Background: an optimization exercise with open tools, aiming at small area, a short achievable clock period and few clock cycles. Do not read the settings as production practice. Only simulation tests tie the RTL to the original design; equivalence was not proved.

==> flow/design.v (outline; a module is shown in full before it is edited, if it fits) <==
// module cosinos_datapath: 315 lines
// module cosinos_log2: 17 lines
// module cosinos_fa: 10 lines
// module cosinos_ha: 9 lines
// module cosinos_mul: 1296 lines
// module cosinos_core: 60 lines
module cosinos_core (
  input  logic            clk,
  input  logic            rst,
  input  logic            start,
  input  logic [cosinos_pkg::X_W-1:0]  x,
  input  logic [cosinos_pkg::Y_W-1:0]  y,
  output logic [1:0]      intpart,
  output logic [7:0]      fracpart,
  output logic            done
);
  // ...
==> flow/run.sh <==
#!/bin/bash
# synth_recipe.tcl (not shown) runs the flow's synth.tcl, then flattens the netlist and writes it again
# the make line also repeats each setting of config.mk as NAME=value (left out here)
make -C /OpenROAD-flow-scripts/flow DESIGN_CONFIG=/design/flow/config.mk WORK_HOME=/design/flow/orfs CLKGATE_MAP_FILE= SYNTH_SCRIPT=/design/flow/synth_recipe.tcl finish
==> flow/config.mk <==
export PLATFORM = sky130hd
export DESIGN_NAME = cosinos_core
export DESIGN_NICKNAME = cosinos_core
export VERILOG_FILES = /design/flow/design.v
export SDC_FILE = /design/flow/constraint.sdc
export NUM_CORES = 4
export LEC_CHECK = 0
export CAP_MARGIN = 20
export CORE_MARGIN = 2
export CORE_UTILIZATION = 40
export SETUP_SLACK_MARGIN = 5
export SLEW_MARGIN = 20
export SYNTH_HIERARCHICAL = 1
==> flow/constraint.sdc <==
create_clock -name core_clock -period 11.0 [get_ports {clk}]
set_input_delay 2.2000 -clock core_clock [delete_from_list [all_inputs] [get_ports {clk}]]
set_output_delay 2.2000 -clock core_clock [all_outputs]
set_load 0.01 [all_outputs]
==> results_dict.tcl, run 1 <==
set metrics [dict create \
    status "timing/DRC/antenna clean" \
    timing.rr.end "u_dp.m[6]" \
    relSlewSlack_pct 25.98 \
    startpoint "u_dp.m[23]" \
    seq_area_share_pct 11.71 \
    crit_path_end "intpart[0]" \
    totalWireLength_mm 74.42 \
    largest_reg_flops 24 \
    busiest_layer "met2" \
    wl_met2_mm 34.97 \
    synthMuxAreaShare_pct 2.801 \
    reg2reg_depth 15 \
    worstPathArrival_ns 3.71 \
    synth_largest_area_cell "fa_1" \
    tightest_slew_ns 1.107 \
    reg_top3 "u_dp.m x24, u_dp.x2_r x19, u_dp.sum x18" \
    worstPathCellList "buf_12 > buf_4 > xor2_1 > buf_4 > ha_1 > a2111oi_2 > nand3_1 > o32ai_4 > nor2_4 > buf_4 > bufbuf_16 > a21o_1 > dlygate4sd2_1" \
    layout_common_cells "290 x xnor2_1, 248 x a22oi_1, 222 x fa_1" \
    grt_first_pass_wirelength_mm 116.7 \
    ys_warn_count 11 \
    critPathTopFamily "buffers and inverters" \
    synth_common_cells "293 x xnor2_1, 248 x a22oi_1, 223 x fa_1" \
    synth_top_family_by_area "adder cells" \
    synth_cells 2544 \
    grt_use_met2_pct 40.62 \
    grt_use_met3_pct 3.822 \
    rsz0062_at_grt "no" \
    viasPerCell 6.115 \
    crit_slowest_cell "o32ai_4" \
    die_w_um 243.6 \
    r2r-start "u_dp.m[1]" \
    nWellTaps 756 \
    hp-class "flop to flop" \
    clk_latency_ns 0.44 \
    yosysUniqueCellTypes 111 \
    whs_ns 0.4598 \
    finalInstanceArea_um2 25130 \
]
Testbench counts, summed over its fixed seeds: cycles 14,374.
==> module cosinos_datapath, before the edit <==
module cosinos_datapath (
  input  logic        clk,
  input  logic        start,    
  input  logic        pha,      
  input  logic        add,      
  input  logic [9:0]  x,
  input  logic [7:0]  y,
  input  logic [2:0]  n,        
  output logic        stop_m,   
  output logic        pstop,    
  output logic        pzero,    
  output logic [9:0]  res       
);
  logic signed [23:0] m;
  logic [17:0]        sum;
  logic [17:0]        diff;
  logic [7:0]         y_r;
  logic [19:0]        x2_r;
  logic [10:0]        sel_one, sel_two, sel_neg;
  logic               en_r;
  logic [6:0]         my_r;      
  logic [8:0]         xw_r;      
  logic               pst_r;
  logic [19:0]        x2_in, sq_s, sq_c;
  logic [10:0]        xi_one, xi_two, xi_neg;    
  logic [10:0]        xr_one, xr_two, xr_neg;    
  logic [22:0]        bi, br;
  logic signed [11:0] thr, thrw;
  logic [10:0]        r_one, r_two, r_neg;
  logic [23:0]        mq;
  logic [8:0]         mlog, xlog, ylog;
  logic [23:0]        mabs, magm;
  logic [7:0]         ym1, pmax;
  logic signed [11:0] kb, kw;
  logic               pst_in, pst0;
  always_comb begin
    case (n)
      3'd1: begin r_one = 11'b00001111111; r_two = 11'b00000000000; r_neg = 11'b00000000000; end
      3'd2: begin r_one = 11'b00001010101; r_two = 11'b00000101010; r_neg = 11'b00000101010; end
      3'd3: begin r_one = 11'b00000110110; r_two = 11'b00000001001; r_neg = 11'b00000001001; end
      3'd4: begin r_one = 11'b00000111000; r_two = 11'b00000000110; r_neg = 11'b00000011010; end
      3'd5: begin r_one = 11'b00000000100; r_two = 11'b00000010000; r_neg = 11'b00000000100; end
      3'd6: begin r_one = 11'b00000010100; r_two = 11'b00000001010; r_neg = 11'b00000000110; end
      3'd7: begin r_one = 11'b00000010101; r_two = 11'b00000000000; r_neg = 11'b00000000000; end
      default: begin r_one = 11'b0; r_two = 11'b0; r_neg = 11'b0; end
    endcase
  end
  assign bi = {2'b00, x2_in, 1'b0};
  assign br = {2'b00, x2_r, 1'b0};
  always_comb begin
    for (int i = 0; i < 11; i++) begin
      xi_one[i] = bi[2*i+1] ^ bi[2*i];
      xi_two[i] = (bi[2*i+2] & ~bi[2*i+1] & ~bi[2*i]) | (~bi[2*i+2] & bi[2*i+1] & bi[2*i]);
      xi_neg[i] = ~bi[2*i+2] & (bi[2*i+1] | bi[2*i]);
      xr_one[i] = br[2*i+1] ^ br[2*i];
      xr_two[i] = (br[2*i+2] & ~br[2*i+1] & ~br[2*i]) | (~br[2*i+2] & br[2*i+1] & br[2*i]);
      xr_neg[i] = ~br[2*i+2] & (br[2*i+1] | br[2*i]);
    end
  end
  always_ff @(posedge clk) begin
    if (start) begin
      sel_one <= xi_one;
      sel_two <= xi_two;
      sel_neg <= xi_neg;
    end else if (pha) begin
      sel_one <= r_one;
      sel_two <= r_two;
      sel_neg <= r_neg;
    end else begin
      sel_one <= xr_one;
      sel_two <= xr_two;
      sel_neg <= xr_neg;
    end
  end
  cosinos_mul u_mul (.m(m), .sel_one(sel_one), .sel_two(sel_two), .sel_neg(sel_neg), .q(mq));
  logic w755;
  logic w756;
  logic w757;
  logic w758;
  logic w759;
  logic w760;
  logic w761;
  logic w762;
  logic w763;
  logic w764;
  logic w765;
  logic w766;
  logic w767;
  logic w768;
  logic w769;
  logic w770;
  logic w771;
  logic w772;
  logic w773;
  logic w774;
  logic w775;
  logic w776;
  logic w777;
  logic w778;
  logic w779;
  logic w780;
  logic w781;
  logic w782;
  logic w783;
  logic w784;
  logic w785;
  logic w786;
  logic w787;
  logic w788;
  logic w789;
  logic w790;
  logic w791;
  logic w792;
  logic w793;
  logic w794;
  logic w795;
  logic w796;
  logic w797;
  logic w798;
  logic w799;
  logic w800;
  logic w801;
  logic w802;
  logic w803;
  logic w804;
  logic w805;
  logic w806;
  logic w807;
  logic w808;
  logic w809;
  logic w810;
  logic w811;
  logic w812;
  logic w813;
  logic w814;
  logic w815;
  logic w816;
  logic w817;
  logic w818;
  logic w819;
  logic w820;
  logic w821;
  logic w822;
  logic w823;
  logic w824;
  logic w825;
  logic w826;
  logic w827;
  logic w828;
  logic w829;
  logic w830;
  logic w831;
  logic w832;
  logic w833;
  logic w834;
  logic w835;
  logic w836;
  logic w837;
  logic w838;
  logic w839;
  logic w840;
  logic w841;
  logic w842;
  logic w843;
  logic w844;
  logic w845;
  logic w846;
  logic w847;
  logic w848;
  logic w849;
  logic w850;
  logic w851;
  logic w852;
  logic w853;
  logic w854;
  logic w855;
  assign w755 = x[0] & x[1];
  assign w756 = x[0] & x[2];
  assign w757 = x[0] & x[3];
  assign w758 = x[0] & x[4];
  assign w759 = x[0] & x[5];
  assign w760 = x[0] & x[6];
  assign w761 = x[0] & x[7];
  assign w762 = x[0] & x[8];
  assign w763 = x[0] & x[9];
  assign w764 = x[1] & x[2];
  assign w765 = x[1] & x[3];
  assign w766 = x[1] & x[4];
  assign w767 = x[1] & x[5];
  assign w768 = x[1] & x[6];
  assign w769 = x[1] & x[7];
  assign w770 = x[1] & x[8];
  assign w771 = x[1] & x[9];
  assign w772 = x[2] & x[3];
  assign w773 = x[2] & x[4];
  assign w774 = x[2] & x[5];
  assign w775 = x[2] & x[6];
  assign w776 = x[2] & x[7];
  assign w777 = x[2] & x[8];
  assign w778 = x[2] & x[9];
  assign w779 = x[3] & x[4];
  assign w780 = x[3] & x[5];
  assign w781 = x[3] & x[6];
  assign w782 = x[3] & x[7];
  assign w783 = x[3] & x[8];
  assign w784 = x[3] & x[9];
  assign w785 = x[4] & x[5];
  assign w786 = x[4] & x[6];
  assign w787 = x[4] & x[7];
  assign w788 = x[4] & x[8];
  assign w789 = x[4] & x[9];
  assign w790 = x[5] & x[6];
  assign w791 = x[5] & x[7];
  assign w792 = x[5] & x[8];
  assign w793 = x[5] & x[9];
  assign w794 = x[6] & x[7];
  assign w795 = x[6] & x[8];
  assign w796 = x[6] & x[9];
  assign w797 = x[7] & x[8];
  assign w798 = x[7] & x[9];
  assign w799 = x[8] & x[9];
  cosinos_ha u_w800 (.a(w761), .b(w768), .s(w800), .co(w801));
  cosinos_ha u_w802 (.a(w762), .b(w769), .s(w802), .co(w803));
  cosinos_fa u_w804 (.a(w763), .b(w770), .c(w776), .s(w804), .co(w805));
  cosinos_ha u_w806 (.a(w781), .b(w785), .s(w806), .co(w807));
  cosinos_fa u_w808 (.a(w771), .b(w777), .c(w782), .s(w808), .co(w809));
  cosinos_fa u_w810 (.a(w778), .b(w783), .c(w787), .s(w810), .co(w811));
  cosinos_ha u_w812 (.a(w759), .b(w766), .s(w812), .co(w813));
  cosinos_ha u_w814 (.a(w760), .b(w767), .s(w814), .co(w815));
  cosinos_fa u_w816 (.a(w774), .b(w779), .c(x[4]), .s(w816), .co(w817));
  cosinos_fa u_w818 (.a(w775), .b(w780), .c(w801), .s(w818), .co(w819));
  cosinos_fa u_w820 (.a(x[5]), .b(w803), .c(w806), .s(w820), .co(w821));
  cosinos_fa u_w822 (.a(w786), .b(w807), .c(w805), .s(w822), .co(w823));
  cosinos_fa u_w824 (.a(w790), .b(x[6]), .c(w809), .s(w824), .co(w825));
  cosinos_fa u_w826 (.a(w784), .b(w788), .c(w791), .s(w826), .co(w827));
  cosinos_fa u_w828 (.a(w789), .b(w792), .c(w794), .s(w828), .co(w829));
  cosinos_ha u_w830 (.a(w757), .b(w764), .s(w830), .co(w831));
  cosinos_ha u_w832 (.a(w758), .b(w765), .s(w832), .co(w833));
  cosinos_fa u_w834 (.a(w772), .b(x[3]), .c(w812), .s(w834), .co(w835));
  cosinos_fa u_w836 (.a(w773), .b(w813), .c(w814), .s(w836), .co(w837));
  cosinos_fa u_w838 (.a(w815), .b(w800), .c(w816), .s(w838), .co(w839));
  cosinos_fa u_w840 (.a(w802), .b(w817), .c(w818), .s(w840), .co(w841));
  cosinos_fa u_w842 (.a(w804), .b(w819), .c(w820), .s(w842), .co(w843));
  cosinos_fa u_w844 (.a(w808), .b(w821), .c(w822), .s(w844), .co(w845));
  cosinos_fa u_w846 (.a(w810), .b(w823), .c(w824), .s(w846), .co(w847));
  cosinos_fa u_w848 (.a(w811), .b(w826), .c(w825), .s(w848), .co(w849));
  cosinos_fa u_w850 (.a(x[7]), .b(w827), .c(w828), .s(w850), .co(w851));
  cosinos_fa u_w852 (.a(w793), .b(w795), .c(w829), .s(w852), .co(w853));
  cosinos_fa u_w854 (.a(w796), .b(w797), .c(x[8]), .s(w854), .co(w855));
  assign sq_s = {1'b0, w799, w798, w854, w852, w850, w848, w846, w844, w842, w840, w838, w836, w834, w832, w830, w756, w755, 1'b0, x[0]};
  assign sq_c = {1'b0, x[9], w855, w853, w851, w849, w847, w845, w843, w841, w839, w837, w835, w833, w831, x[2], 1'b0, x[1], 1'b0, 1'b0};
  assign x2_in = sq_s + sq_c;
  assign magm   = m ^ {24{m[23]}};
  assign ym1    = y_r - 8'd1;
  assign stop_m = ((magm[23:16] == 8'd0) & (magm[15:8] < y_r)
                   & ~(m[23] & (magm[15:8] == ym1) & (&magm[7:0])))
                | (m == 24'sd0);
  always_comb begin
    case (n)
      3'd1: pmax = 8'd12;
      3'd2: pmax = 8'd29;
      3'd3: pmax = 8'd56;
      3'd4: pmax = 8'd90;
      3'd5: pmax = 8'd132;
      3'd6: pmax = 8'd182;
      3'd7: pmax = 8'd240;
      default: pmax = 8'd0;
    endcase
  end
  assign pzero = (m[23:8] == 16'd0) & (m[7:0] <= pmax);
  assign mabs = m ^ {24{m[23]}};
  cosinos_log2 #(.W(24)) u_lm (.v(mabs), .l(mlog));
  cosinos_log2 #(.W(10)) u_lx (.v(x),    .l(xlog));
  cosinos_log2 #(.W(8))  u_ly (.v(y),    .l(ylog));
  always_comb begin
    case (n)
      3'd1: begin kb = -12'sd513; kw = -12'sd307; end
      3'd2: begin kb = -12'sd549; kw = -12'sd328; end
      3'd3: begin kb = -12'sd574; kw = -12'sd342; end
      3'd4: begin kb = -12'sd594; kw = -12'sd353; end
      3'd5: begin kb = -12'sd610; kw = -12'sd362; end
      3'd6: begin kb = -12'sd624; kw = -12'sd370; end
      default: begin kb = 12'sd0; kw = 12'sd0; end
    endcase
  end
  assign thr    = $signed({5'd0, my_r}) - $signed({3'd0, xw_r}) - kb;
  assign thrw   = 12'sd368 - $signed({3'd0, xw_r}) - kw;
  assign pst_in = en_r & (n != 3'd7) & (n != 3'd0)
                & ($signed({3'd0, mlog}) < thr) & ($signed({3'd0, mlog}) < thrw);
  assign pst0   = ($signed({1'b0, xlog, 2'b0}) + 12'sd4 - 12'sd451 < $signed({3'd0, ylog}));
  assign pstop  = pst_r;
  assign diff = sum - m[17:0];
  assign res  = add ? diff[17:8] : sum[17:8];
  always_ff @(posedge clk) begin
    if (start) begin
      en_r   <= (y != 8'd0);
      my_r   <= ylog[6:0];
      xw_r   <= {xlog[7:0], 1'b0} + 9'd2;
      y_r    <= y;
      x2_r   <= x2_in;
    end
  end
  always_ff @(posedge clk) begin
    if (start)    pst_r <= pst0 & (y != 8'd0);
    else if (!pha) pst_r <= pst_in;
  end
  always_ff @(posedge clk) begin
    if (start) m <= {5'd0, x2_in[19:1]};
    else       m <= mq;
  end
  always_ff @(posedge clk) begin
    if (start)    sum <= 18'h10000;
    else if (add) sum <= diff;
  end
endmodule
==> inputs of run 2 (changes only) <==
--- a/flow/design.v
+++ b/flow/design.v
@@ -35,7 +35,8 @@
   logic [22:0]        bi, br;
   logic signed [11:0] thr, thrw;
   logic [10:0]        r_one, r_two, r_neg;
-  logic [23:0]        mq;
+  logic [39:0]        a_s, a_c;
+  logic [23:0]        a_sum;
   logic [8:0]         mlog, xlog, ylog;
   logic [23:0]        mabs, magm;
   logic [7:0]         ym1, pmax;
@@ -80,291 +81,6 @@
       sel_neg <= xr_neg;
     end
   end
-  cosinos_mul u_mul (.m(m), .sel_one(sel_one), .sel_two(sel_two), .sel_neg(sel_neg), .q(mq));
-  logic w755;
-  logic w756;
-  logic w757;
-  logic w758;
-  logic w759;
-  logic w760;
-  logic w761;
-  logic w762;
-  logic w763;
-  logic w764;
-  logic w765;
-  logic w766;
-  logic w767;
-  logic w768;
-  logic w769;
-  logic w770;
-  logic w771;
-  logic w772;
-  logic w773;
-  logic w774;
-  logic w775;
-  logic w776;
-  logic w777;
-  logic w778;
-  logic w779;
-  logic w780;
-  logic w781;
-  logic w782;
-  logic w783;
-  logic w784;
-  logic w785;
-  logic w786;
-  logic w787;
-  logic w788;
-  logic w789;
-  logic w790;
-  logic w791;
-  logic w792;
-  logic w793;
-  logic w794;
-  logic w795;
-  logic w796;
-  logic w797;
-  logic w798;
-  logic w799;
-  logic w800;
-  logic w801;
-  logic w802;
-  logic w803;
-  logic w804;
-  logic w805;
-  logic w806;
-  logic w807;
-  logic w808;
-  logic w809;
-  logic w810;
-  logic w811;
-  logic w812;
-  logic w813;
-  logic w814;
-  logic w815;
-  logic w816;
-  logic w817;
-  logic w818;
-  logic w819;
-  logic w820;
-  logic w821;
-  logic w822;
-  logic w823;
-  logic w824;
-  logic w825;
-  logic w826;
-  logic w827;
-  logic w828;
-  logic w829;
-  logic w830;
-  logic w831;
-  logic w832;
-  logic w833;
-  logic w834;
-  logic w835;
-  logic w836;
-  logic w837;
-  logic w838;
-  logic w839;
-  logic w840;
-  logic w841;
-  logic w842;
-  logic w843;
-  logic w844;
-  logic w845;
-  logic w846;
-  logic w847;
-  logic w848;
-  logic w849;
-  logic w850;
-  logic w851;
-  logic w852;
-  logic w853;
-  logic w854;
-  logic w855;
-  assign w755 = x[0] & x[1];
-  assign w756 = x[0] & x[2];
-  assign w757 = x[0] & x[3];
-  assign w758 = x[0] & x[4];
-  assign w759 = x[0] & x[5];
-  assign w760 = x[0] & x[6];
-  assign w761 = x[0] & x[7];
-  assign w762 = x[0] & x[8];
-  assign w763 = x[0] & x[9];
-  assign w764 = x[1] & x[2];
-  assign w765 = x[1] & x[3];
-  assign w766 = x[1] & x[4];
-  assign w767 = x[1] & x[5];
-  assign w768 = x[1] & x[6];
-  assign w769 = x[1] & x[7];
-  assign w770 = x[1] & x[8];
-  assign w771 = x[1] & x[9];
-  assign w772 = x[2] & x[3];
-  assign w773 = x[2] & x[4];
-  assign w774 = x[2] & x[5];
-  assign w775 = x[2] & x[6];
-  assign w776 = x[2] & x[7];
-  assign w777 = x[2] & x[8];
-  assign w778 = x[2] & x[9];
-  assign w779 = x[3] & x[4];
-  assign w780 = x[3] & x[5];
-  assign w781 = x[3] & x[6];
-  assign w782 = x[3] & x[7];
-  assign w783 = x[3] & x[8];
-  assign w784 = x[3] & x[9];
-  assign w785 = x[4] & x[5];
-  assign w786 = x[4] & x[6];
-  assign w787 = x[4] & x[7];
-  assign w788 = x[4] & x[8];
-  assign w789 = x[4] & x[9];
-  assign w790 = x[5] & x[6];
-  assign w791 = x[5] & x[7];
-  assign w792 = x[5] & x[8];
-  assign w793 = x[5] & x[9];
-  assign w794 = x[6] & x[7];
-  assign w795 = x[6] & x[8];
-  assign w796 = x[6] & x[9];
-  assign w797 = x[7] & x[8];
-  assign w798 = x[7] & x[9];
-  assign w799 = x[8] & x[9];
-  cosinos_ha u_w800 (.a(w761), .b(w768), .s(w800), .co(w801));
-  cosinos_ha u_w802 (.a(w762), .b(w769), .s(w802), .co(w803));
-  cosinos_fa u_w804 (.a(w763), .b(w770), .c(w776), .s(w804), .co(w805));
-  cosinos_ha u_w806 (.a(w781), .b(w785), .s(w806), .co(w807));
-  cosinos_fa u_w808 (.a(w771), .b(w777), .c(w782), .s(w808), .co(w809));
-  cosinos_fa u_w810 (.a(w778), .b(w783), .c(w787), .s(w810), .co(w811));
-  cosinos_ha u_w812 (.a(w759), .b(w766), .s(w812), .co(w813));
-  cosinos_ha u_w814 (.a(w760), .b(w767), .s(w814), .co(w815));
-  cosinos_fa u_w816 (.a(w774), .b(w779), .c(x[4]), .s(w816), .co(w817));
-  cosinos_fa u_w818 (.a(w775), .b(w780), .c(w801), .s(w818), .co(w819));
-  cosinos_fa u_w820 (.a(x[5]), .b(w803), .c(w806), .s(w820), .co(w821));
-  cosinos_fa u_w822 (.a(w786), .b(w807), .c(w805), .s(w822), .co(w823));
-  cosinos_fa u_w824 (.a(w790), .b(x[6]), .c(w809), .s(w824), .co(w825));
-  cosinos_fa u_w826 (.a(w784), .b(w788), .c(w791), .s(w826), .co(w827));
-  cosinos_fa u_w828 (.a(w789), .b(w792), .c(w794), .s(w828), .co(w829));
-  cosinos_ha u_w830 (.a(w757), .b(w764), .s(w830), .co(w831));
-  cosinos_ha u_w832 (.a(w758), .b(w765), .s(w832), .co(w833));
-  cosinos_fa u_w834 (.a(w772), .b(x[3]), .c(w812), .s(w834), .co(w835));
-  cosinos_fa u_w836 (.a(w773), .b(w813), .c(w814), .s(w836), .co(w837));
-  cosinos_fa u_w838 (.a(w815), .b(w800), .c(w816), .s(w838), .co(w839));
-  cosinos_fa u_w840 (.a(w802), .b(w817), .c(w818), .s(w840), .co(w841));
-  cosinos_fa u_w842 (.a(w804), .b(w819), .c(w820), .s(w842), .co(w843));
-  cosinos_fa u_w844 (.a(w808), .b(w821), .c(w822), .s(w844), .co(w845));
-  cosinos_fa u_w846 (.a(w810), .b(w823), .c(w824), .s(w846), .co(w847));
-  cosinos_fa u_w848 (.a(w811), .b(w826), .c(w825), .s(w848), .co(w849));
-  cosinos_fa u_w850 (.a(x[7]), .b(w827), .c(w828), .s(w850), .co(w851));
-  cosinos_fa u_w852 (.a(w793), .b(w795), .c(w829), .s(w852), .co(w853));
-  cosinos_fa u_w854 (.a(w796), .b(w797), .c(x[8]), .s(w854), .co(w855));
-  assign sq_s = {1'b0, w799, w798, w854, w852, w850, w848, w846, w844, w842, w840, w838, w836, w834, w832, w830, w756, w755, 1'b0, x[0]};
-  assign sq_c = {1'b0, x[9], w855, w853, w851, w849, w847, w845, w843, w841, w839, w837, w835, w833, w831, x[2], 1'b0, x[1], 1'b0, 1'b0};
-  assign x2_in = sq_s + sq_c;
-  assign magm   = m ^ {24{m[23]}};
-  assign ym1    = y_r - 8'd1;
-  assign stop_m = ((magm[23:16] == 8'd0) & (magm[15:8] < y_r)
-                   & ~(m[23] & (magm[15:8] == ym1) & (&magm[7:0])))
-                | (m == 24'sd0);
-  always_comb begin
-    case (n)
-      3'd1: pmax = 8'd12;
-      3'd2: pmax = 8'd29;
-      3'd3: pmax = 8'd56;
-      3'd4: pmax = 8'd90;
-      3'd5: pmax = 8'd132;
-      3'd6: pmax = 8'd182;
-      3'd7: pmax = 8'd240;
-      default: pmax = 8'd0;
-    endcase
-  end
-  assign pzero = (m[23:8] == 16'd0) & (m[7:0] <= pmax);
-  assign mabs = m ^ {24{m[23]}};
-  cosinos_log2 #(.W(24)) u_lm (.v(mabs), .l(mlog));
-  cosinos_log2 #(.W(10)) u_lx (.v(x),    .l(xlog));
-  cosinos_log2 #(.W(8))  u_ly (.v(y),    .l(ylog));
-  always_comb begin
-    case (n)
-      3'd1: begin kb = -12'sd513; kw = -12'sd307; end
-      3'd2: begin kb = -12'sd549; kw = -12'sd328; end
-      3'd3: begin kb = -12'sd574; kw = -12'sd342; end
-      3'd4: begin kb = -12'sd594; kw = -12'sd353; end
-      3'd5: begin kb = -12'sd610; kw = -12'sd362; end
-      3'd6: begin kb = -12'sd624; kw = -12'sd370; end
-      default: begin kb = 12'sd0; kw = 12'sd0; end
-    endcase
-  end
-  assign thr    = $signed({5'd0, my_r}) - $signed({3'd0, xw_r}) - kb;
-  assign thrw   = 12'sd368 - $signed({3'd0, xw_r}) - kw;
-  assign pst_in = en_r & (n != 3'd7) & (n != 3'd0)
-                & ($signed({3'd0, mlog}) < thr) & ($signed({3'd0, mlog}) < thrw);
-  assign pst0   = ($signed({1'b0, xlog, 2'b0}) + 12'sd4 - 12'sd451 < $signed({3'd0, ylog}));
-  assign pstop  = pst_r;
-  assign diff = sum - m[17:0];
-  assign res  = add ? diff[17:8] : sum[17:8];
-  always_ff @(posedge clk) begin
-    if (start) begin
-      en_r   <= (y != 8'd0);
-      my_r   <= ylog[6:0];
-      xw_r   <= {xlog[7:0], 1'b0} + 9'd2;
-      y_r    <= y;
-      x2_r   <= x2_in;
-    end
-  end
-  always_ff @(posedge clk) begin
-    if (start)    pst_r <= pst0 & (y != 8'd0);
-    else if (!pha) pst_r <= pst_in;
-  end
-  always_ff @(posedge clk) begin
-    if (start) m <= {5'd0, x2_in[19:1]};
-    else       m <= mq;
-  end
-  always_ff @(posedge clk) begin
-    if (start)    sum <= 18'h10000;
-    else if (add) sum <= diff;
-  end
-endmodule
-module cosinos_log2 #(
-  parameter int W = 21
-) (
-  input  logic [W-1:0] v,
-  output logic [8:0]   l
-);
-  logic [4:0]   e;
-  logic [W+3:0] vx;
-  always_comb begin
-    e = 5'd0;
-    for (int i = 1; i < W; i++) begin
-      if (v[i]) e = 5'(i);
-    end
-  end
-  assign vx = {v, 4'd0};
-  assign l  = {e, vx[e +: 4]};
-endmodule
-module cosinos_fa (
-  input  logic a,
-  input  logic b,
-  input  logic c,
-  output logic s,
-  output logic co
-);
-  assign s  = a ^ b ^ c;
-  assign co = (a & b) | (a & c) | (b & c);
-endmodule
-module cosinos_ha (
-  input  logic a,
-  input  logic b,
-  output logic s,
-  output logic co
-);
-  assign s  = a ^ b;
-  assign co = a & b;
-endmodule
-module cosinos_mul (
-  input  logic [23:0] m,
-  input  logic [10:0] sel_one,
-  input  logic [10:0] sel_two,
-  input  logic [10:0] sel_neg,
-  output logic [23:0] q
-);
-  logic [39:0] a_s, a_c, a_sum;
   logic w1;
   logic w2;
   logic w3;
@@ -1119,6 +835,107 @@
   logic w752;
   logic w753;
   logic w754;
+  logic w755;
+  logic w756;
+  logic w757;
+  logic w758;
+  logic w759;
+  logic w760;
+  logic w761;
+  logic w762;
+  logic w763;
+  logic w764;
+  logic w765;
+  logic w766;
+  logic w767;
+  logic w768;
+  logic w769;
+  logic w770;
+  logic w771;
+  logic w772;
+  logic w773;
+  logic w774;
+  logic w775;
+  logic w776;
+  logic w777;
+  logic w778;
+  logic w779;
+  logic w780;
+  logic w781;
+  logic w782;
+  logic w783;
+  logic w784;
+  logic w785;
+  logic w786;
+  logic w787;
+  logic w788;
+  logic w789;
+  logic w790;
+  logic w791;
+  logic w792;
+  logic w793;
+  logic w794;
+  logic w795;
+  logic w796;
+  logic w797;
+  logic w798;
+  logic w799;
+  logic w800;
+  logic w801;
+  logic w802;
+  logic w803;
+  logic w804;
+  logic w805;
+  logic w806;
+  logic w807;
+  logic w808;
+  logic w809;
+  logic w810;
+  logic w811;
+  logic w812;
+  logic w813;
+  logic w814;
+  logic w815;
+  logic w816;
+  logic w817;
+  logic w818;
+  logic w819;
+  logic w820;
+  logic w821;
+  logic w822;
+  logic w823;
+  logic w824;
+  logic w825;
+  logic w826;
+  logic w827;
+  logic w828;
+  logic w829;
+  logic w830;
+  logic w831;
+  logic w832;
+  logic w833;
+  logic w834;
+  logic w835;
+  logic w836;
+  logic w837;
+  logic w838;
+  logic w839;
+  logic w840;
+  logic w841;
+  logic w842;
+  logic w843;
+  logic w844;
+  logic w845;
+  logic w846;
+  logic w847;
+  logic w848;
+  logic w849;
+  logic w850;
+  logic w851;
+  logic w852;
+  logic w853;
+  logic w854;
+  logic w855;
   assign w1 = (sel_one[0] & m[0]) ^ sel_neg[0];
   assign w2 = ((sel_one[0] & m[1]) | (sel_two[0] & m[0])) ^ sel_neg[0];
   assign w3 = ((sel_one[0] & m[2]) | (sel_two[0] & m[1])) ^ sel_neg[0];
@@ -1650,8 +1467,190 @@
   cosinos_fa u_w753 (.a(w604), .b(w677), .c(w676), .s(w753), .co(w754));
   assign a_s = {w753, w751, w749, w747, w745, w743, w741, w739, w737, w735, w733, w731, w729, w727, w725, w723, w721, w719, w717, w715, w713, w711, w709, w707, w705, w703, w701, w699, w697, w695, w693, w691, w689, w687, w685, w683, w681, w679, w2, w1};
   assign a_c = {w752, w750, w748, w746, w744, w742, w740, w738, w736, w734, w732, w730, w728, w726, w724, w722, w720, w718, w716, w714, w712, w710, w708, w706, w704, w702, w700, w698, w696, w694, w692, w690, w688, w686, w684, w682, w680, sel_neg[1], 1'b0, sel_neg[0]};
-  assign a_sum = a_s + a_c;
-  assign q = a_sum[39:16];
+  cosinos_cpa u_cpa (.a(a_s), .b(a_c), .q(a_sum));
+  assign w755 = x[0] & x[1];
+  assign w756 = x[0] & x[2];
+  assign w757 = x[0] & x[3];
+  assign w758 = x[0] & x[4];
+  assign w759 = x[0] & x[5];
+  assign w760 = x[0] & x[6];
+  assign w761 = x[0] & x[7];
+  assign w762 = x[0] & x[8];
+  assign w763 = x[0] & x[9];
+  assign w764 = x[1] & x[2];
+  assign w765 = x[1] & x[3];
+  assign w766 = x[1] & x[4];
+  assign w767 = x[1] & x[5];
+  assign w768 = x[1] & x[6];
+  assign w769 = x[1] & x[7];
+  assign w770 = x[1] & x[8];
+  assign w771 = x[1] & x[9];
+  assign w772 = x[2] & x[3];
+  assign w773 = x[2] & x[4];
+  assign w774 = x[2] & x[5];
+  assign w775 = x[2] & x[6];
+  assign w776 = x[2] & x[7];
+  assign w777 = x[2] & x[8];
+  assign w778 = x[2] & x[9];
+  assign w779 = x[3] & x[4];
+  assign w780 = x[3] & x[5];
+  assign w781 = x[3] & x[6];
+  assign w782 = x[3] & x[7];
+  assign w783 = x[3] & x[8];
+  assign w784 = x[3] & x[9];
+  assign w785 = x[4] & x[5];
+  assign w786 = x[4] & x[6];
+  assign w787 = x[4] & x[7];
+  assign w788 = x[4] & x[8];
+  assign w789 = x[4] & x[9];
+  assign w790 = x[5] & x[6];
+  assign w791 = x[5] & x[7];
+  assign w792 = x[5] & x[8];
+  assign w793 = x[5] & x[9];
+  assign w794 = x[6] & x[7];
+  assign w795 = x[6] & x[8];
+  assign w796 = x[6] & x[9];
+  assign w797 = x[7] & x[8];
+  assign w798 = x[7] & x[9];
+  assign w799 = x[8] & x[9];
+  cosinos_ha u_w800 (.a(w761), .b(w768), .s(w800), .co(w801));
+  cosinos_ha u_w802 (.a(w762), .b(w769), .s(w802), .co(w803));
+  cosinos_fa u_w804 (.a(w763), .b(w770), .c(w776), .s(w804), .co(w805));
+  cosinos_ha u_w806 (.a(w781), .b(w785), .s(w806), .co(w807));
+  cosinos_fa u_w808 (.a(w771), .b(w777), .c(w782), .s(w808), .co(w809));
+  cosinos_fa u_w810 (.a(w778), .b(w783), .c(w787), .s(w810), .co(w811));
+  cosinos_ha u_w812 (.a(w759), .b(w766), .s(w812), .co(w813));
+  cosinos_ha u_w814 (.a(w760), .b(w767), .s(w814), .co(w815));
+  cosinos_fa u_w816 (.a(w774), .b(w779), .c(x[4]), .s(w816), .co(w817));
+  cosinos_fa u_w818 (.a(w775), .b(w780), .c(w801), .s(w818), .co(w819));
+  cosinos_fa u_w820 (.a(x[5]), .b(w803), .c(w806), .s(w820), .co(w821));
+  cosinos_fa u_w822 (.a(w786), .b(w807), .c(w805), .s(w822), .co(w823));
+  cosinos_fa u_w824 (.a(w790), .b(x[6]), .c(w809), .s(w824), .co(w825));
+  cosinos_fa u_w826 (.a(w784), .b(w788), .c(w791), .s(w826), .co(w827));
+  cosinos_fa u_w828 (.a(w789), .b(w792), .c(w794), .s(w828), .co(w829));
+  cosinos_ha u_w830 (.a(w757), .b(w764), .s(w830), .co(w831));
+  cosinos_ha u_w832 (.a(w758), .b(w765), .s(w832), .co(w833));
+  cosinos_fa u_w834 (.a(w772), .b(x[3]), .c(w812), .s(w834), .co(w835));
+  cosinos_fa u_w836 (.a(w773), .b(w813), .c(w814), .s(w836), .co(w837));
+  cosinos_fa u_w838 (.a(w815), .b(w800), .c(w816), .s(w838), .co(w839));
+  cosinos_fa u_w840 (.a(w802), .b(w817), .c(w818), .s(w840), .co(w841));
+  cosinos_fa u_w842 (.a(w804), .b(w819), .c(w820), .s(w842), .co(w843));
+  cosinos_fa u_w844 (.a(w808), .b(w821), .c(w822), .s(w844), .co(w845));
+  cosinos_fa u_w846 (.a(w810), .b(w823), .c(w824), .s(w846), .co(w847));
+  cosinos_fa u_w848 (.a(w811), .b(w826), .c(w825), .s(w848), .co(w849));
+  cosinos_fa u_w850 (.a(x[7]), .b(w827), .c(w828), .s(w850), .co(w851));
+  cosinos_fa u_w852 (.a(w793), .b(w795), .c(w829), .s(w852), .co(w853));
+  cosinos_fa u_w854 (.a(w796), .b(w797), .c(x[8]), .s(w854), .co(w855));
+  assign sq_s = {1'b0, w799, w798, w854, w852, w850, w848, w846, w844, w842, w840, w838, w836, w834, w832, w830, w756, w755, 1'b0, x[0]};
+  assign sq_c = {1'b0, x[9], w855, w853, w851, w849, w847, w845, w843, w841, w839, w837, w835, w833, w831, x[2], 1'b0, x[1], 1'b0, 1'b0};
+  assign x2_in = sq_s + sq_c;
+  assign magm   = m ^ {24{m[23]}};
+  assign ym1    = y_r - 8'd1;
+  assign stop_m = ((magm[23:16] == 8'd0) & (magm[15:8] < y_r)
+                   & ~(m[23] & (magm[15:8] == ym1) & (&magm[7:0])))
+                | (m == 24'sd0);
+  always_comb begin
+    case (n)
+      3'd1: pmax = 8'd12;
+      3'd2: pmax = 8'd29;
+      3'd3: pmax = 8'd56;
+      3'd4: pmax = 8'd90;
+      3'd5: pmax = 8'd132;
+      3'd6: pmax = 8'd182;
+      3'd7: pmax = 8'd240;
+      default: pmax = 8'd0;
+    endcase
+  end
+  assign pzero = (m[23:8] == 16'd0) & (m[7:0] <= pmax);
+  assign mabs = m ^ {24{m[23]}};
+  cosinos_log2 #(.W(24)) u_lm (.v(mabs), .l(mlog));
+  cosinos_log2 #(.W(10)) u_lx (.v(x),    .l(xlog));
+  cosinos_log2 #(.W(8))  u_ly (.v(y),    .l(ylog));
+  always_comb begin
+    case (n)
+      3'd1: begin kb = -12'sd513; kw = -12'sd307; end
+      3'd2: begin kb = -12'sd549; kw = -12'sd328; end
+      3'd3: begin kb = -12'sd574; kw = -12'sd342; end
+      3'd4: begin kb = -12'sd594; kw = -12'sd353; end
+      3'd5: begin kb = -12'sd610; kw = -12'sd362; end
+      3'd6: begin kb = -12'sd624; kw = -12'sd370; end
+      default: begin kb = 12'sd0; kw = 12'sd0; end
+    endcase
+  end
+  assign thr    = $signed({5'd0, my_r}) - $signed({3'd0, xw_r}) - kb;
+  assign thrw   = 12'sd368 - $signed({3'd0, xw_r}) - kw;
+  assign pst_in = en_r & (n != 3'd7) & (n != 3'd0)
+                & ($signed({3'd0, mlog}) < thr) & ($signed({3'd0, mlog}) < thrw);
+  assign pst0   = ($signed({1'b0, xlog, 2'b0}) + 12'sd4 - 12'sd451 < $signed({3'd0, ylog}));
+  assign pstop  = pst_r;
+  assign diff = sum - m[17:0];
+  assign res  = add ? diff[17:8] : sum[17:8];
+  always_ff @(posedge clk) begin
+    if (start) begin
+      en_r   <= (y != 8'd0);
+      my_r   <= ylog[6:0];
+      xw_r   <= {xlog[7:0], 1'b0} + 9'd2;
+      y_r    <= y;
+      x2_r   <= x2_in;
+    end
+  end
+  always_ff @(posedge clk) begin
+    if (start)    pst_r <= pst0 & (y != 8'd0);
+    else if (!pha) pst_r <= pst_in;
+  end
+  always_ff @(posedge clk) begin
+    if (start) m <= {5'd0, x2_in[19:1]};
+    else       m <= a_sum;
+  end
+  always_ff @(posedge clk) begin
+    if (start)    sum <= 18'h10000;
+    else if (add) sum <= diff;
+  end
+endmodule
+module cosinos_log2 #(
+  parameter int W = 21
+) (
+  input  logic [W-1:0] v,
+  output logic [8:0]   l
+);
+  logic [4:0]   e;
+  logic [W+3:0] vx;
+  always_comb begin
+    e = 5'd0;
+    for (int i = 1; i < W; i++) begin
+      if (v[i]) e = 5'(i);
+    end
+  end
+  assign vx = {v, 4'd0};
+  assign l  = {e, vx[e +: 4]};
+endmodule
+module cosinos_fa (
+  input  logic a,
+  input  logic b,
+  input  logic c,
+  output logic s,
+  output logic co
+);
+  assign s  = a ^ b ^ c;
+  assign co = (a & b) | (a & c) | (b & c);
+endmodule
+module cosinos_ha (
+  input  logic a,
+  input  logic b,
+  output logic s,
+  output logic co
+);
+  assign s  = a ^ b;
+  assign co = a & b;
+endmodule
+module cosinos_cpa (
+  input  logic [39:0] a,
+  input  logic [39:0] b,
+  output logic [23:0] q
+);
+  logic [39:0] s;
+  assign s = a + b;
+  assign q = s[39:16];
 endmodule
 module cosinos_core (
   input  logic            clk,
==> run 2 against run 1 <==
Effect of this change:
- design area shrank 0.49%
- sequential share of layout area rose by 0.073 points
- critical path depth grew 5
- die area fell by 0.67%
- routed wire length down 0.69%
- clock skew shrank 0.0014 ns
- first-iteration DRC count down 3.2%
- non-clock buffer count down 3
- area after synthesis down 0.68%
- critical path type is now flop to flop
- highest routed layer is now met5
==> results_dict.tcl, run 2 <==
set metrics [dict create \
    core_area_um2 56390 \
    async_flop_share_pct 0 \
    path_max_fanout 23 \
    gr-total-overflow 0 \
    period_needed_ns 5.921 \
    timing.rr.end "u_dp.m[16]" \
    hp-class "flop to flop" \
    layout.nets 2956 \
    wl_per_cell_um 22.53 \
    synth_most_common_cell "xnor2_1" \
    largest_reg_flops 24 \
    synth_edf_count 44 \
    status "timing/DRC/antenna clean" \
    path_clk_slew_ns 0.06 \
    drtIter0Drc 1865 \
    clock-skew-final_ns 0.01269 \
    hold_viol 0 \
    drive_gt1_share_pct 9.505 \
    regMostFlops "u_dp.m" \
    dr.pass1.iters 6 \
    worst_setup_path_start_kind "flop" \
    synth-seq-area-share_pct 12.73 \
    chipHeight_um 242.8 \
    synth_ff_type "dfxtp_1" \
    placed_cell_area_um2 23720 \
    reg2reg_depth 18 \
    synth_cells 2565 \
    finalWeightedCongestion 0.9504 \
    filler_cell_count 5552 \
    synth_common_cells "274 x xnor2_1, 230 x a22oi_1, 223 x fa_1" \
    period_share_pct 53.82 \
    grt_first_pass_wirelength_mm 114.5 \
    grt_util_all_layers_pct 24.54 \
    hold_buffers 0 \
    ff2ff_setup_slack_ns 5.08 \
    layout_setup_ws_ns 5.079 \
    totalWireLength_mm 73.91 \
    synth_area_per_cell_um2 8.889 \
    drc 0 \
    min-delay-start "have" \
    r2r-start "u_dp.m[11]" \
    cts_tree "done" \
    ys_ff_latch 123 \
    antenna_found_initial 1 \
    timing.setup.tns_ns 0 \
    vias 19797 \
    cts-root-buf "clkbuf_16" \
    die_area_um2 58930 \
    synth.top_cell.area_share_pct 19.58 \
    rsz0062_at_grt "no" \
    worst_setup_path_end_kind "flop" \
    relSlewSlack_pct 33.85 \
    dp_hpwl_mm 51.44 \
    ys_warn_count 11 \
    clock-sinks 123 \
    hold_end "have" \
    tightest_slew_ns 0.9909 \
    cts_buffers 17 \
    port_buffers 31 \
    layout_common_cells "274 x xnor2_1, 230 x a22oi_1, 223 x fa_1" \
    finalInstanceArea_um2 25000 \
    h-tree-depth 4 \
    yosys-top-cells-area "fa_1 20%, ha_1 11%, xnor2_1 11%" \
    synth_area_um2 22800 \
    finalMaxSlewViolations 0 \
    clk_latency_ns 0.44 \
    maxCapViolCount 0 \
    final_common_cell "xnor2_1" \
    reg_top3 "u_dp.m x24, u_dp.x2_r x19, u_dp.sum x18" \
    final_antenna_net_count 0 \
    syn2layout_area_growth_pct 9.658 \
    cts.path.max_buffers 2 \
    start_util_pct 40.44 \
    viasPerCell 6.034 \
    die_w_um 242.8 \
    grt_pass1_vias 20150 \
    grt_max_degree 67 \
    yosysUniqueCellTypes 112 \
    rows 87 \
    insertedDiodeCount 0 \
    synth_largest_area_cell "fa_1" \
    crit_type "flop to flop" \
    setup_viol 0 \
    dp_slack_ns 3.927 \
    cp.required_ns 11.37 \
    worstPathArrival_ns 6.29 \
    worstHoldPathCells 1 \
    io_pins 32 \
    max_freq_mhz 168.9 \
]
run 2: cell types whose count changed in the layout (fill, tap and decap cells not counted), moves of 9 or more:
cell / before / now
nand2_1: 104 / 128
buf_4: 69 / 60
nor2b_1: 33 / 48
a22oi_1: 248 / 230
o21ai_1: 7 / 22
o21ai_0: 81 / 97
a21o_1: 41 / 26
xnor2_1: 290 / 274
nor2_1: 100 / 109
and2_1: 35 / 57
run 2: critical path, stage by stage (launching register included):
cell and delay (ns):
dfxtp_1 0.47, buf_6 0.32, a22oi_1 0.13, xnor2_1 0.17, fa_1 0.61, fa_1 0.50
fa_1 0.41, fa_1 0.52, fa_1 0.44, ha_1 0.40, a21oi_1 0.27, o21ba_1 0.20
o22ai_1 0.07, a211o_1 0.22, a31oi_1 0.43, o21ai_1 0.16, xor2_1 0.35, nand2_1 0.09
o21ai_0 0.07
run 2: cells by family (layout without fill, tap and decap cells):
logic type	Yosys count	after routing	synth area share [%]
xor gates and xnor gates	358	358	13.82
muxes	55	55	2.733
other	3	11	0.04938
buffers and inverters	348	300	6.201
AOI/OAI and AO/OA	704	704	21.43
adders and majority gates	423	423	30.55
DFF	123	123	12.73
and+or+nand+nor	551	551	12.48
run 2: worst max path at each step:
stage / to / cells past startpoint / from / slack (ns)
after global routing: u_dp.sel_one[9] / 17 / x[9] / 4.99
after CTS: fracpart[6] / 19 / u_dp.m[23] / 4.85
final: u_dp.m[16] / 18 / u_dp.m[11] / 5.08
after global placement: u_dp.sel_one[9] / 17 / x[9] / 3.96
after detailed placement: u_dp.sel_one[9] / 17 / x[9] / 3.93
after floorplan: u_dp.sel_one[9] / 17 / x[1] / 5.04
run 2: metal layers:
layer	wire [um]	GRT usage [%]	up-vias	share of wire, %
met2	34370	40.47	807	47
met4	2193	8.300	2	3.0
li1	-	-	8954	-
met3	5471	3.947	137	7.4
met1	31860	32.66	9897	43
met5	13	0	-	0.018
run 2: through the flow:
step	hold WS, ns	util, %	std cells
floorplan	0.4329	-	2573
CTS	0.4635	43.87	3268
global route	0.4797	44.34	3281
finish	0.4652	44.34	3281
detailed placement	0.4508	42.06	3225
global placement	0.4405	42.06	3225
run 2: layout make-up:
type | instances | area [um^2] | area share [%]
Tap cell | 756 | 945.9 | 3.783
Inverter | 153 | 579.3 | 2.317
Timing Repair Buffer | 115 | 1194 | 4.774
Sequential cell | 123 | 2947 | 11.79
Multi-Input combinational cell | 2102 | 18740 | 74.95
Clock buffer | 20 | 500.5 | 2.002
Clock inverter | 12 | 97.59 | 0.3903
run 2: per-module statistics from Yosys (local to each module, per instance), excerpt:
| module | copies in the design | cells | flip-flops and latches |
|---|---|---|---|
| cosinos_datapath | 1 | 1744 | 117 |
| cosinos_core | 1 | 32 | 6 |
| cosinos_fa | 219 | 1 | 0 |
| cosinos_ha | 34 | 1 | 0 |
| cosinos_cpa | 1 | 283 | 0 |
run 2: what timing repair did:
action	4_1_cts	5_1_grt
gates resized for setup	103	47
setup endpoints to repair	37	26
pin swaps	6	6
gates cloned	4	1
setup buffers	7	12
Testbench counts of run 2, summed over its fixed seeds: cycles 14,374.
==> module cosinos_core, before the edit <==
module cosinos_core (
  input  logic            clk,
  input  logic            rst,
  input  logic            start,
  input  logic [cosinos_pkg::X_W-1:0]  x,
  input  logic [cosinos_pkg::Y_W-1:0]  y,
  output logic [1:0]      intpart,
  output logic [7:0]      fracpart,
  output logic            done
);
  logic       busy;     
  logic       have;     
  logic       pha;      
  logic [2:0] n;        
  logic       stop_m;
  logic       pstop;
  logic       pzero;
  logic       last;
  logic       fin;      
  logic [9:0] res;
  assign last = stop_m | pstop | (n == 3'd0);
  cosinos_datapath u_dp (
    .clk    (clk),
    .start  (start),
    .pha    (pha),
    .add    (busy & pha & ~stop_m),
    .x      (x),
    .y      (y),
    .n      (n),
    .stop_m (stop_m),
    .pstop  (pstop),
    .pzero  (pzero),
    .res    (res)
  );
  assign fin      = pha ? last : pzero;
  assign done     = have | (busy & fin);
  assign intpart  = res[9:8];
  assign fracpart = res[7:0];
  always_ff @(posedge clk) begin
    if (rst) begin
      busy <= 1'b0;
      have <= 1'b0;
    end else if (start) begin
      busy <= 1'b1;
      have <= 1'b0;
    end else if (busy && fin) begin
      busy <= 1'b0;
      have <= 1'b1;
    end
  end
  always_ff @(posedge clk) begin
    if (start) begin
      pha <= 1'b1;
      n   <= 3'd1;
    end else begin
      pha <= ~pha;
      if (!pha) n <= n + 3'd1;
    end
  end
endmodule
==> inputs of run 3 (changes only) <==
--- a/flow/design.v
+++ b/flow/design.v
@@ -17,6 +17,7 @@
   output logic        stop_m,   
   output logic        pstop,    
   output logic        pzero,    
+  output logic        pdone,    
   output logic [9:0]  res       
 );
   logic signed [23:0] m;
@@ -33,14 +34,13 @@
   logic [10:0]        xi_one, xi_two, xi_neg;    
   logic [10:0]        xr_one, xr_two, xr_neg;    
   logic [22:0]        bi, br;
-  logic signed [11:0] thr, thrw;
+  logic signed [11:0] thr, thrw, thr1;
   logic [10:0]        r_one, r_two, r_neg;
-  logic [39:0]        a_s, a_c;
-  logic [23:0]        a_sum;
+  logic [39:0]        a_s, a_c, a_sum;
   logic [8:0]         mlog, xlog, ylog;
   logic [23:0]        mabs, magm;
   logic [7:0]         ym1, pmax;
-  logic signed [11:0] kb, kw;
+  logic signed [11:0] kb, kw, kb1;
   logic               pst_in, pst0;
   always_comb begin
     case (n)
@@ -1467,7 +1467,7 @@
   cosinos_fa u_w753 (.a(w604), .b(w677), .c(w676), .s(w753), .co(w754));
   assign a_s = {w753, w751, w749, w747, w745, w743, w741, w739, w737, w735, w733, w731, w729, w727, w725, w723, w721, w719, w717, w715, w713, w711, w709, w707, w705, w703, w701, w699, w697, w695, w693, w691, w689, w687, w685, w683, w681, w679, w2, w1};
   assign a_c = {w752, w750, w748, w746, w744, w742, w740, w738, w736, w734, w732, w730, w728, w726, w724, w722, w720, w718, w716, w714, w712, w710, w708, w706, w704, w702, w700, w698, w696, w694, w692, w690, w688, w686, w684, w682, w680, sel_neg[1], 1'b0, sel_neg[0]};
-  cosinos_cpa u_cpa (.a(a_s), .b(a_c), .q(a_sum));
+  assign a_sum = a_s + a_c;
   assign w755 = x[0] & x[1];
   assign w756 = x[0] & x[2];
   assign w757 = x[0] & x[3];
@@ -1568,19 +1568,22 @@
   cosinos_log2 #(.W(8))  u_ly (.v(y),    .l(ylog));
   always_comb begin
     case (n)
-      3'd1: begin kb = -12'sd513; kw = -12'sd307; end
-      3'd2: begin kb = -12'sd549; kw = -12'sd328; end
-      3'd3: begin kb = -12'sd574; kw = -12'sd342; end
-      3'd4: begin kb = -12'sd594; kw = -12'sd353; end
-      3'd5: begin kb = -12'sd610; kw = -12'sd362; end
-      3'd6: begin kb = -12'sd624; kw = -12'sd370; end
-      default: begin kb = 12'sd0; kw = 12'sd0; end
+      3'd1: begin kb = -12'sd513; kw = -12'sd307; kb1 = -12'sd182; end
+      3'd2: begin kb = -12'sd549; kw = -12'sd328; kb1 = -12'sd203; end
+      3'd3: begin kb = -12'sd574; kw = -12'sd342; kb1 = -12'sd217; end
+      3'd4: begin kb = -12'sd594; kw = -12'sd353; kb1 = -12'sd228; end
+      3'd5: begin kb = -12'sd610; kw = -12'sd362; kb1 = -12'sd237; end
+      3'd6: begin kb = -12'sd624; kw = -12'sd370; kb1 = -12'sd245; end
+      3'd7: begin kb = 12'sd0; kw = 12'sd0; kb1 = -12'sd251; end
+      default: begin kb = 12'sd0; kw = 12'sd0; kb1 = 12'sd0; end
     endcase
   end
   assign thr    = $signed({5'd0, my_r}) - $signed({3'd0, xw_r}) - kb;
   assign thrw   = 12'sd368 - $signed({3'd0, xw_r}) - kw;
+  assign thr1   = $signed({5'd0, my_r}) - kb1;
   assign pst_in = en_r & (n != 3'd7) & (n != 3'd0)
                 & ($signed({3'd0, mlog}) < thr) & ($signed({3'd0, mlog}) < thrw);
+  assign pdone  = en_r & ($signed({3'd0, mlog}) < thr1);
   assign pst0   = ($signed({1'b0, xlog, 2'b0}) + 12'sd4 - 12'sd451 < $signed({3'd0, ylog}));
   assign pstop  = pst_r;
   assign diff = sum - m[17:0];
@@ -1600,7 +1603,7 @@
   end
   always_ff @(posedge clk) begin
     if (start) m <= {5'd0, x2_in[19:1]};
-    else       m <= a_sum;
+    else       m <= a_sum[39:16];
   end
   always_ff @(posedge clk) begin
     if (start)    sum <= 18'h10000;
@@ -1643,15 +1646,6 @@
   assign s  = a ^ b;
   assign co = a & b;
 endmodule
-module cosinos_cpa (
-  input  logic [39:0] a,
-  input  logic [39:0] b,
-  output logic [23:0] q
-);
-  logic [39:0] s;
-  assign s = a + b;
-  assign q = s[39:16];
-endmodule
 module cosinos_core (
   input  logic            clk,
   input  logic            rst,
@@ -1669,6 +1663,7 @@
   logic       stop_m;
   logic       pstop;
   logic       pzero;
+  logic       pdone;
   logic       last;
   logic       fin;      
   logic [9:0] res;
@@ -1684,9 +1679,10 @@
     .stop_m (stop_m),
     .pstop  (pstop),
     .pzero  (pzero),
+    .pdone  (pdone),
     .res    (res)
   );
-  assign fin      = pha ? last : pzero;
+  assign fin      = pha ? last : (pzero | pdone);
   assign done     = have | (busy & fin);
   assign intpart  = res[9:8];
   assign fracpart = res[7:0];
==> run 3 against run 2 <==
Effect of this change:
- sequential share of layout area shrank 0.15 points
- area after synthesis shrank 1.5%
- sequential cell count is the same
- highest routed layer is now met4
- critical endpoint is now done
- clock skew is essentially flat
==> results_dict.tcl, run 3 <==
set metrics [dict create \
    clock-sinks 123 \
    synth-seq-area-share_pct 12.93 \
    timing.setup.tns_ns 0 \
    clk_latency_ns 0.43 \
    ys_ff_latch 123 \
    hp-class "flop to flop" \
    path_common_cell "o21ai_1" \
    path_clk_slew_ns 0.06 \
    wl_per_cell_um 21.90 \
    worstPathArrival_ns 5.05 \
    worst_setup_path_end_kind "primary output" \
    synth_largest_area_cell "fa_1" \
    reg_top3 "u_dp.m x24, u_dp.x2_r x19, u_dp.sum x18" \
    port_buffers 31 \
    regMostFlops "u_dp.m" \
    whs_ns 0.4659 \
    viasPerCell 5.983 \
    grt_max_degree 57 \
    ys_warn_count 11 \
    synth_edf_count 44 \
    crit_type "flop to primary output" \
    finalMaxSlewViolations 0 \
    finalWeightedCongestion 0.8820 \
    status "timing/DRC/antenna clean" \
    core_area_um2 55310 \
    layout.nets 2925 \
    totalWireLength_mm 70.76 \
    relSlewSlack_pct 45.33 \
    io_pins 32 \
    hold_buffers 0 \
    filler_cell_count 5297 \
    yosysUniqueCellTypes 109 \
    r2r-start "u_dp.m[8]" \
    synth_most_common_cell "xnor2_1" \
    h-tree-depth 4 \
    cts-root-buf "clkbuf_16" \
    rsz0062_at_grt "yes" \
    grt_pass1_vias 19644 \
    yosys-top-cells-area "fa_1 20%, ha_1 12%, xnor2_1 11%" \
    critPathTopFamily "simple AND/OR/NAND/NOR gates" \
    drc 0 \
    rows 86 \
    tightest_slew_ns 0.7993 \
    final_antenna_net_count 0 \
    crit_slowest_cell "or3_4" \
    dp_hpwl_mm 49.76 \
    synth_area_um2 22450 \
    setup_viol 0 \
    startpoint "u_dp.m[23]" \
    cts.path.max_buffers 2 \
    synth_cells 2493 \
    drive_gt1_share_pct 10.91 \
    async_flop_share_pct 0 \
    period_share_pct 65.88 \
    ff2ff_setup_slack_ns 5.03 \
    final_common_cell "xnor2_1" \
    cpPeakStageDelay_ns 0.42 \
    synth.top_cell.area_share_pct 19.97 \
    cts_buffers 17 \
    crit_path_end "done" \
    hold_viol 0 \
    period_needed_ns 7.246 \
    grt_first_pass_wirelength_mm 110.3 \
    path_max_fanout 6 \
    place_inst 3149 \
    timing.rr.end "u_dp.m[12]" \
    fin_util_pct 45.41 \
    start_util_pct 40.59 \
    dr.pass1.iters 6 \
    clock-skew-final_ns 0.01252 \
    path_buf_inv 7 \
    largest_reg_flops 24 \
    drtIter0Drc 1886 \
    gr-total-overflow 0 \
    cp.required_ns 8.80 \
    vias 19330 \
    synth_area_per_cell_um2 9.006 \
    maxCapViolCount 0 \
    syn2layout_area_growth_pct 11.87 \
    multi_input_area_um2 18820 \
    die_w_um 240.9 \
    cts_tree "done" \
    die_area_um2 58040 \
    insertedDiodeCount 0 \
    path_depth 26 \
    regArea_um2 2923 \
    antenna_found_initial 1 \
    max_freq_mhz 138.0 \
    instances_no_fill 3231 \
    synth_ff_type "dfxtp_1" \
    chipHeight_um 240.9 \
    worst_setup_path_start_kind "flop" \
    grt_util_all_layers_pct 24.43 \
    synth_common_cells "282 x xnor2_1, 228 x a22oi_1, 224 x fa_1" \
    reg2reg_depth 19 \
    layout_common_cells "281 x xnor2_1, 228 x a22oi_1, 224 x fa_1" \
]
## run 3: changes by cell type after synthesis, moves of 6 or more
cell / previous run / this run
clkbuf_1: 150 / 140
xnor2_1: 274 / 282
a31oi_1: 28 / 18
nand4_1: 21 / 13
ha_1: 200 / 210
o21ai_1: 18 / 8
nor2_1: 110 / 100
and2_1: 58 / 64
nor3_1: 42 / 27
mux2_2: 19 / 9
inv_1: 150 / 141
a21oi_1: 113 / 99
## run 3: how the worst min path moves through the flow
stage                     from   end  slack [ns]  cells past startpoint
after global placement    have  have        0.45                      1
after global routing      have  have        0.49                      1
final                     have  have        0.47                      1
after CTS                 have  have        0.47                      1
after detailed placement  have  have        0.45                      1
after floorplan           have  have        0.43                      1
## run 3: final cells by class
cell class | count | share of cell area, %
flip-flops and latches | 123 | 11.64
repair buffers | 139 | 5.186
multi-input cells | 2043 | 74.92
clock buffers | 19 | 1.848
clock inverters | 13 | 0.4583
well taps | 748 | 3.726
inverters | 146 | 2.227
## run 3: repair_timing
| action | in CTS | in global routing |
|---|---|---|
| pin swaps | 27 | 20 |
| buffers inserted | 36 | 9 |
| resized for setup | 149 | 44 |
| endpoints found under the setup margin | 48 | 31 |
| cloned | 5 | 0 |
## run 3: worst register-to-register path, stage by stage, from the launching register on
cell	delay, ns
dfxtp_1	0.43
buf_4	0.39
a22oi_1	0.21
xnor2_1	0.18
fa_1	0.52
fa_1	0.41
fa_1	0.51
fa_1	0.43
ha_1	0.33
and4_1	0.24
and2_1	0.14
a211oi_1	0.35
o211ai_1	0.15
buf_4	0.20
buf_4	0.17
a21o_1	0.19
and2_1	0.20
o2111ai_1	0.12
o31ai_1	0.11
o41ai_2	0.52
## run 3: kinds of logic (layout without fill, tap and decap cells)
logic type / Yosys count / after routing / share of synthesized area [%]
xor+xnor: 360 / 360 / 14.08
flops: 123 / 123 / 12.93
other cells: 3 / 10 / 0.05015
fa+ha+maj: 434 / 434 / 31.68
compound gates: 664 / 664 / 20.60
buf+inv: 334 / 317 / 6.041
simple gates: 527 / 527 / 12.21
mux: 48 / 48 / 2.413
## run 3: per-stage QoR
stage / setup WS, ns / instance area [um^2]
final: 3.754 / 25120
after CTS: 3.652 / 24940
after floorplan: 4.446 / 22640
after global routing: 3.457 / 25120
after global placement: 2.667 / 23440
after detailed placement: 2.617 / 23440
## run 3: Yosys stat by module (local to each module, per instance), excerpt
module,area [um^2],times used,cells inside,flops+latches
cosinos_fa,20.02,219,1,0
cosinos_ha,12.51,34,1,0
cosinos_core,286.5,1,30,6
cosinos_datapath,15570,1,1957,117
## run 3: per-layer routing
| metal | up-vias | global-route usage [%] | wire, um |
|---|---|---|---|
| met5 | - | 0 | 0 |
| met4 | 0 | 9.671 | 2534 |
| met3 | 158 | 3.511 | 5127 |
| met2 | 870 | 39.77 | 32900 |
| met1 | 9561 | 32.70 | 30200 |
| li1 | 8741 | - | - |
Testbench counts of run 3, summed over its fixed seeds: cycles 14,277.

[re-timing with driven ports]
How much do the figures lean on ideal ports? The routed layouts below were timed once more, with nothing changed but the port constraints.
Step 1 (the two cells are an assumption about what drives the block):
set clk [get_ports {clk}]
set_driving_cell -lib_cell sky130_fd_sc_hd__clkbuf_16 $clk
set_driving_cell -lib_cell sky130_fd_sc_hd__buf_2 [delete_from_list [all_inputs] $clk]
Step 2, shift: input delay + t, output delay - t, t = (earliest + latest rising clock arrival at the registers) / 2. This alone moves slack from input paths to output paths.
a / b / c = no drivers / after step 1 / after step 2; a / b = the first two.
run	t (ns)	setup WS [ns]	worst register clock-pin slew, ns
run 1	0.479	5.092 / 5.042 / 4.768	0.07 / 0.07
run 2	0.480	5.079 / 5.079 / 4.733	0.06 / 0.06
run 3	0.469	3.754 / 3.712 / 4.181	0.06 / 0.06
After both steps setup and hold are still met in every run listed. For run 2, which loses most, drivers alone change the setup slack by 0.000 ns; drivers and shift together by -0.346 ns.
